Context: an optimization exercise on an open-source flow, tuned for small area, a short achievable clock period and few clock cycles. The choices shown serve that exercise and are no tape-out recipe. In this exercise RTL edits were held to simulation tests only and were not proved equivalent to the original.

==> config.mk <==
export PLATFORM = sky130hd
export DESIGN_NAME = rc4_stream_cipher
export DESIGN_NICKNAME = rc4_stream_cipher
export VERILOG_FILES = /design/flow/design.v
export SDC_FILE = /design/flow/constraint.sdc
export NUM_CORES = 4
export LEC_CHECK = 0
export CAP_MARGIN = 20
export CORE_MARGIN = 2
export CORE_UTILIZATION = 25
export SLEW_MARGIN = 20
==> design.v <==
package rc4_pkg;
   localparam int PERM_DEPTH    = 256;
   localparam int MAX_KEY_BYTES = 32;
   typedef logic [7:0] byte_type;
   typedef logic [2:0] csr_index_type;
   localparam csr_index_type CSR_KEY_LENGTH   = 3'd0;
   localparam csr_index_type CSR_KEY_LO       = 3'd1;
   localparam csr_index_type CSR_KEY_MID_LO   = 3'd2;
   localparam csr_index_type CSR_KEY_MID_HI   = 3'd3;
   localparam csr_index_type CSR_KEY_HI       = 3'd4;
endpackage
module rc4_perm_mem(
   input  logic                clock,
   input  logic                clr,       
   input  logic                we,        
   input  rc4_pkg::byte_type   wa_addr,
   input  rc4_pkg::byte_type   wb_data,
   input  rc4_pkg::byte_type   wb_addr,   
   output rc4_pkg::byte_type   rj_data,   
   input  rc4_pkg::byte_type   rp_addr,
   output rc4_pkg::byte_type   rp_data,   
   input  rc4_pkg::byte_type   rt_addr,
   output rc4_pkg::byte_type   rt_data    
);
   rc4_pkg::byte_type mem_ff [rc4_pkg::PERM_DEPTH];
   logic [255:0] sel_a, sel_j, sel_p, sel_t;
   rc4_pkg::byte_type rj_raw, rp_raw, rt_raw;
   rc4_pkg::byte_type wa_enc, wb_enc;
   always_comb begin
      for (int x = 0; x < 256; x++) begin
         sel_a[x] = (wa_addr == 8'(x));
         sel_j[x] = (wb_addr == 8'(x));
         sel_p[x] = (rp_addr == 8'(x));
         sel_t[x] = (rt_addr == 8'(x));
      end
   end
   always_comb begin
      rj_raw = '0;
      rp_raw = '0;
      rt_raw = '0;
      for (int x = 0; x < 256; x++) begin
         rj_raw = rj_raw | ({8{sel_j[x]}} & mem_ff[x]);
         rp_raw = rp_raw | ({8{sel_p[x]}} & mem_ff[x]);
         rt_raw = rt_raw | ({8{sel_t[x]}} & mem_ff[x]);
      end
   end
   assign rj_data = rj_raw ^ wb_addr;
   assign rp_data = rp_raw ^ rp_addr;
   assign rt_data = rt_raw ^ rt_addr;
   assign wa_enc = rj_raw ^ (wb_addr ^ wa_addr);
   assign wb_enc = wb_data ^ wb_addr;
   always_ff @(posedge clock) begin
      for (int x = 0; x < 256; x++) begin
         mem_ff[x] <= ({8{we & sel_a[x]}} & wa_enc) |
                      ({8{we & sel_j[x]}} & wb_enc) |
                      ({8{~(we & (sel_a[x] | sel_j[x])) & ~clr}} & mem_ff[x]);
      end
   end
endmodule
module rc4_stream_cipher(
   input  logic                   clock,
   input  logic                   reset,
   input  logic                   req_valid,
   output logic                   req_ready,
   input  rc4_pkg::byte_type      req_data_byte,
   input  logic                   req_start_of_message,
   output logic                   rsp_valid,
   input  logic                   rsp_ready,
   output rc4_pkg::byte_type      rsp_out_byte,
   input  logic                   csr_we,
   input  rc4_pkg::csr_index_type csr_index,
   input  logic [63:0]            csr_wdata
);
   localparam int FDEPTH = 5;
   logic [5:0]       klen_ff;
   logic [3:0][63:0] key_ff;
   logic              rq_valid;
   logic              rq_sop;        
   rc4_pkg::byte_type rq_data;
   logic              ksa_run;
   rc4_pkg::byte_type a_nx, pf_addr, sa_nx, j_ff;
   logic [4:0]        kidx_ff;
   rc4_pkg::byte_type kb_ff;
   logic              rst_pend;
   logic              s2_v, s2_prga;
   rc4_pkg::byte_type s2_a, s2_j, s2_sa, s2_d;
   logic              s3_v;
   rc4_pkg::byte_type s3_a, s3_j, s3_sa, s3_sj, s3_d;
   logic              s4_v;
   rc4_pkg::byte_type s4_t, s4_d;
   rc4_pkg::byte_type fifo_ff [FDEPTH];
   logic [2:0]        wr_ptr, rd_ptr, f_cnt;
   logic              rsp_valid_ff;
   logic              ksa_go, issue_ksa, issue_prga, issue, last_ksa, space_ok, accept;
   rc4_pkg::byte_type st_a, st_sa, st_j, st_k, p, j_new, sa_fwd;
   logic [4:0]        kbase, knext;
   logic [5:0]        klen_used;
   logic              clr;
   logic [255:0]      key_bits;
   rc4_pkg::byte_type rj_data, rp_data, rt_data, ks_byte, res_byte;
   logic              push, pop;
   logic [2:0]        f_cnt_in;
   assign ksa_go     = rq_valid && rq_sop && !s2_v && !s3_v;
   assign issue_ksa  = ksa_go || ksa_run;
   assign space_ok   = (f_cnt + 3'(s2_v && s2_prga) + 3'(s3_v) + 3'(s4_v)) < 3'(FDEPTH);
   assign issue_prga = rq_valid && !rq_sop && !ksa_run && space_ok;
   assign issue      = issue_ksa || issue_prga;
   assign last_ksa   = ksa_run && (a_nx == 8'hFF);
   assign req_ready  = !rq_valid || issue_prga;
   assign accept     = req_valid && req_ready;
   assign st_a  = ksa_go ? 8'd0 : a_nx;
   assign st_sa = ksa_go ? 8'd0 : sa_nx;
   assign st_j  = ksa_go ? 8'd0 : j_ff;
   assign st_k  = ksa_go ? key_ff[0][7:0] : (ksa_run ? kb_ff : 8'd0);
   assign p     = ksa_go ? 8'd1 : pf_addr;
   assign j_new = st_j + st_sa + st_k;
   always_comb begin
      if (j_new == p) begin
         sa_fwd = st_sa;
      end else if (s2_v && (s2_j == p)) begin
         sa_fwd = s2_sa;
      end else if (ksa_go) begin
         sa_fwd = 8'd1;
      end else begin
         sa_fwd = rp_data;
      end
   end
   assign klen_used = (klen_ff == 6'd0) ? 6'd1 :
                      (klen_ff > 6'(rc4_pkg::MAX_KEY_BYTES)) ? 6'(rc4_pkg::MAX_KEY_BYTES) : klen_ff;
   assign key_bits = key_ff;
   assign kbase = ksa_go ? 5'd0 : kidx_ff;
   assign knext = (({1'b0, kbase} + 6'd1) == klen_used) ? 5'd0 : kbase + 5'd1;
   always_ff @(posedge clock) begin
      if (reset) begin
         rq_valid <= 1'b0;
         rq_sop   <= 1'b0;
         ksa_run  <= 1'b0;
         a_nx     <= 8'd1;
         pf_addr  <= 8'd2;
         sa_nx    <= 8'd1;
         j_ff     <= 8'd0;
         s2_v     <= 1'b0;
      end else begin
         if (accept) begin
            rq_valid <= 1'b1;
            rq_sop   <= req_start_of_message;
         end else if (issue_prga) begin
            rq_valid <= 1'b0;
         end else if (ksa_go) begin
            rq_sop   <= 1'b0;
         end
         ksa_run <= issue_ksa && !last_ksa;
         if (issue) begin
            a_nx    <= p;
            pf_addr <= (issue_ksa && (p == 8'hFF)) ? 8'd1 : p + 8'd1;
            sa_nx   <= sa_fwd;
            j_ff    <= last_ksa ? 8'd0 : j_new;
         end
         s2_v <= issue;
      end
   end
   always_ff @(posedge clock) begin
      if (accept) begin
         rq_data <= req_data_byte;
      end
      if (issue_ksa) begin
         kidx_ff <= knext;
         kb_ff   <= key_bits[{knext, 3'b000} +: 8];
      end
      if (issue) begin
         s2_prga <= issue_prga;
         s2_a    <= st_a;
         s2_j    <= j_new;
         s2_sa   <= st_sa;
         s2_d    <= rq_data;
      end
   end
   always_ff @(posedge clock) begin
      rst_pend <= reset;
   end
   assign clr = rst_pend || ksa_go;
   rc4_perm_mem u_perm (
      .clock   (clock),
      .clr     (clr),
      .we      (s2_v),
      .wa_addr (s2_a),
      .wb_data (s2_sa),
      .wb_addr (s2_j),
      .rj_data (rj_data),
      .rp_addr (pf_addr),
      .rp_data (rp_data),
      .rt_addr (s4_t),
      .rt_data (rt_data)
   );
   always_ff @(posedge clock) begin
      if (reset) begin
         s3_v <= 1'b0;
         s4_v <= 1'b0;
      end else begin
         s3_v <= s2_v && s2_prga;
         s4_v <= s3_v;
      end
   end
   always_ff @(posedge clock) begin
      s3_a  <= s2_a;
      s3_j  <= s2_j;
      s3_sa <= s2_sa;
      s3_sj <= rj_data;
      s3_d  <= s2_d;
      s4_t  <= s3_sa + s3_sj;
      s4_d  <= s3_d;
   end
   always_comb begin
      if (s3_v && (s4_t == s3_a)) begin
         ks_byte = s3_sa;
      end else if (s3_v && (s4_t == s3_j)) begin
         ks_byte = s3_sj;
      end else begin
         ks_byte = rt_data;
      end
   end
   assign res_byte = s4_d ^ ks_byte;
   assign push     = s4_v;
   assign pop      = rsp_valid_ff && rsp_ready;
   assign f_cnt_in = f_cnt + 3'(push) - 3'(pop);
   always_ff @(posedge clock) begin
      if (reset) begin
         wr_ptr       <= '0;
         rd_ptr       <= '0;
         f_cnt        <= '0;
         rsp_valid_ff <= 1'b0;
      end else begin
         if (push) begin
            wr_ptr <= (wr_ptr == 3'(FDEPTH - 1)) ? 3'd0 : wr_ptr + 3'd1;
         end
         if (pop) begin
            rd_ptr <= (rd_ptr == 3'(FDEPTH - 1)) ? 3'd0 : rd_ptr + 3'd1;
         end
         f_cnt        <= f_cnt_in;
         rsp_valid_ff <= (f_cnt_in != 3'd0);
      end
   end
   always_ff @(posedge clock) begin
      if (push) begin
         fifo_ff[wr_ptr] <= res_byte;
      end
   end
   assign rsp_valid    = rsp_valid_ff;
   assign rsp_out_byte = fifo_ff[rd_ptr];
   always_ff @(posedge clock) begin
      if (reset) begin
         klen_ff <= 6'd1;
         key_ff  <= '0;
      end else if (csr_we) begin
         case (csr_index)
            rc4_pkg::CSR_KEY_LENGTH: klen_ff   <= csr_wdata[5:0];
            rc4_pkg::CSR_KEY_LO:     key_ff[0] <= csr_wdata;
            rc4_pkg::CSR_KEY_MID_LO: key_ff[1] <= csr_wdata;
            rc4_pkg::CSR_KEY_MID_HI: key_ff[2] <= csr_wdata;
            rc4_pkg::CSR_KEY_HI:     key_ff[3] <= csr_wdata;
            default: ;
         endcase
      end
   end
endmodule
==> run.sh <==
#!/bin/bash
# synth_recipe.tcl (not shown) runs the flow's synth.tcl, then flattens the netlist and writes it again
# the make line also repeats each setting of config.mk as NAME=value (left out here)
make -C /OpenROAD-flow-scripts/flow DESIGN_CONFIG=/design/flow/config.mk WORK_HOME=/design/flow/orfs CLKGATE_MAP_FILE= SYNTH_SCRIPT=/design/flow/synth_recipe.tcl finish
==> constraint.sdc <==
create_clock -name core_clock -period 9.0 [get_ports {clock}]
set_input_delay 1.8000 -clock core_clock [delete_from_list [all_inputs] [get_ports {clock}]]
set_output_delay 1.8000 -clock core_clock [all_outputs]
set_load 0.01 [all_outputs]
==> results.toml <==
[grt]
vias_in_the_first_global_route = 255551
grt.overflow.total = 44336
grt_pass1_wl_um = 3700000
pin_count_of_the_biggest_net_entering_global_routing = 109
grt_util_all_layers_pct = 99.1

[synth]
cell_types_with_the_highest_counts_after_synthesis = "3013 x sky130_fd_sc_hd__a22oi_1, 2418 x sky130_fd_sc_hd__dfxtp_1, 1749 x sky130_fd_sc_hd__o21ai_0"
yosysUniqueCellTypes = 91
ys_seq_elements = 2512
syn-num-nets = 16957
yosys_warnings = 3
netlist_area_um2 = 138000
synth-async-reset-ratio_pct = 0
synthDominantAreaCellType = "sky130_fd_sc_hd__dfxtp_1"
syn_area_per_cell_um2 = 8.20
synth_edf_count = 94
synth.yosys.seq_area_share_pct = 37.1
synth_top_cells_by_area = "sky130_fd_sc_hd__dfxtp_1 35%, sky130_fd_sc_hd__a22oi_1 16%, sky130_fd_sc_hd__o21ai_0 6.3%"
syn_inst_count = 16842
synth.most_common_cell = "sky130_fd_sc_hd__a22oi_1"
ys.flop_type = "sky130_fd_sc_hd__dfxtp_1"
synth_top_area_share_pct = 35.0

[status]
error_message = "[ERROR GRT-0116] Global routing finished with congestion. Check the congestion regions in the DRC Viewer."
stop_stage = "global routing"
status = "aborted with a tool error"

[clock_network]
cts.repair.resized = 0
htree_levels = 5
postCtsHoldBufs = 0
post_cts_setup_repair_bufs = 0
clockBufferDepth = 4
cts_root_buffer = "sky130_fd_sc_hd__clkbuf_16"
cts_num_sinks = 2512
cts_buffers = 293

[placement]
port_buffers = 90
post_dp_hpwl_um = 1870000
post_dp_cell_area_um2 = 164000
gp_congestion = 1.92

[die]
starting_density_of_the_core_pct = 25.0
floorplan.io_pins = 91
num_rows = 273
die_y_um = 747
die_w_um = 747
[per-layer routing]
| metal | GRT usage (%) | GRT overflow |
|---|---|---|
| met1 | 96.3 | 9452 |
| met2 | 111 | 21380 |
| met3 | 92.8 | 6506 |
| met4 | 95.2 | 6317 |
| met5 | 81.9 | 681 |
[stage by stage]
step | instances | util [%] | setup slack [ns]
global placement | 24766 | 29.7 | 1.55
floorplan | 16842 | - | 4.12
detailed placement | 24795 | 29.8 | 2.02
CTS | 25316 | 31.6 | 1.94
[cell families after synthesis]
| family | share of synthesized area, % |
|---|---|
| AO/OA/AOI/OAI | 39.7 |
| AND/OR/NAND/NOR | 15.9 |
| flip-flops | 37.1 |
| buffers and inverters | 5.16 |
| multiplexers | 1.19 |
| XOR/XNOR | 0.612 |
| adder cells (fa/ha/maj) | 0.373 |
[power groups by stage]
stage               Clock (uW)  Sequential, uW  Combinational (uW)
CTS                      12500           11800               10900
detailed placement           0           12100               10800
floorplan                    0           11700                3450
global placement             0           12100               10900
[worst min-delay path by stage]
stage	from	to	slack, ns	cells after the start
2_1_floorplan	s3_d[0]$_DFF_P_	s4_d[0]$_DFF_P_	0.31	0
3_3_place_gp	s3_d[2]$_DFF_P_	s4_d[2]$_DFF_P_	0.31	0
3_5_place_dp	s3_d[2]$_DFF_P_	s4_d[2]$_DFF_P_	0.31	0
4_1_cts	s3_d[2]$_DFF_P_	s4_d[2]$_DFF_P_	0.32	0
Testbench counts, summed over its fixed seeds: cycles 36,079.
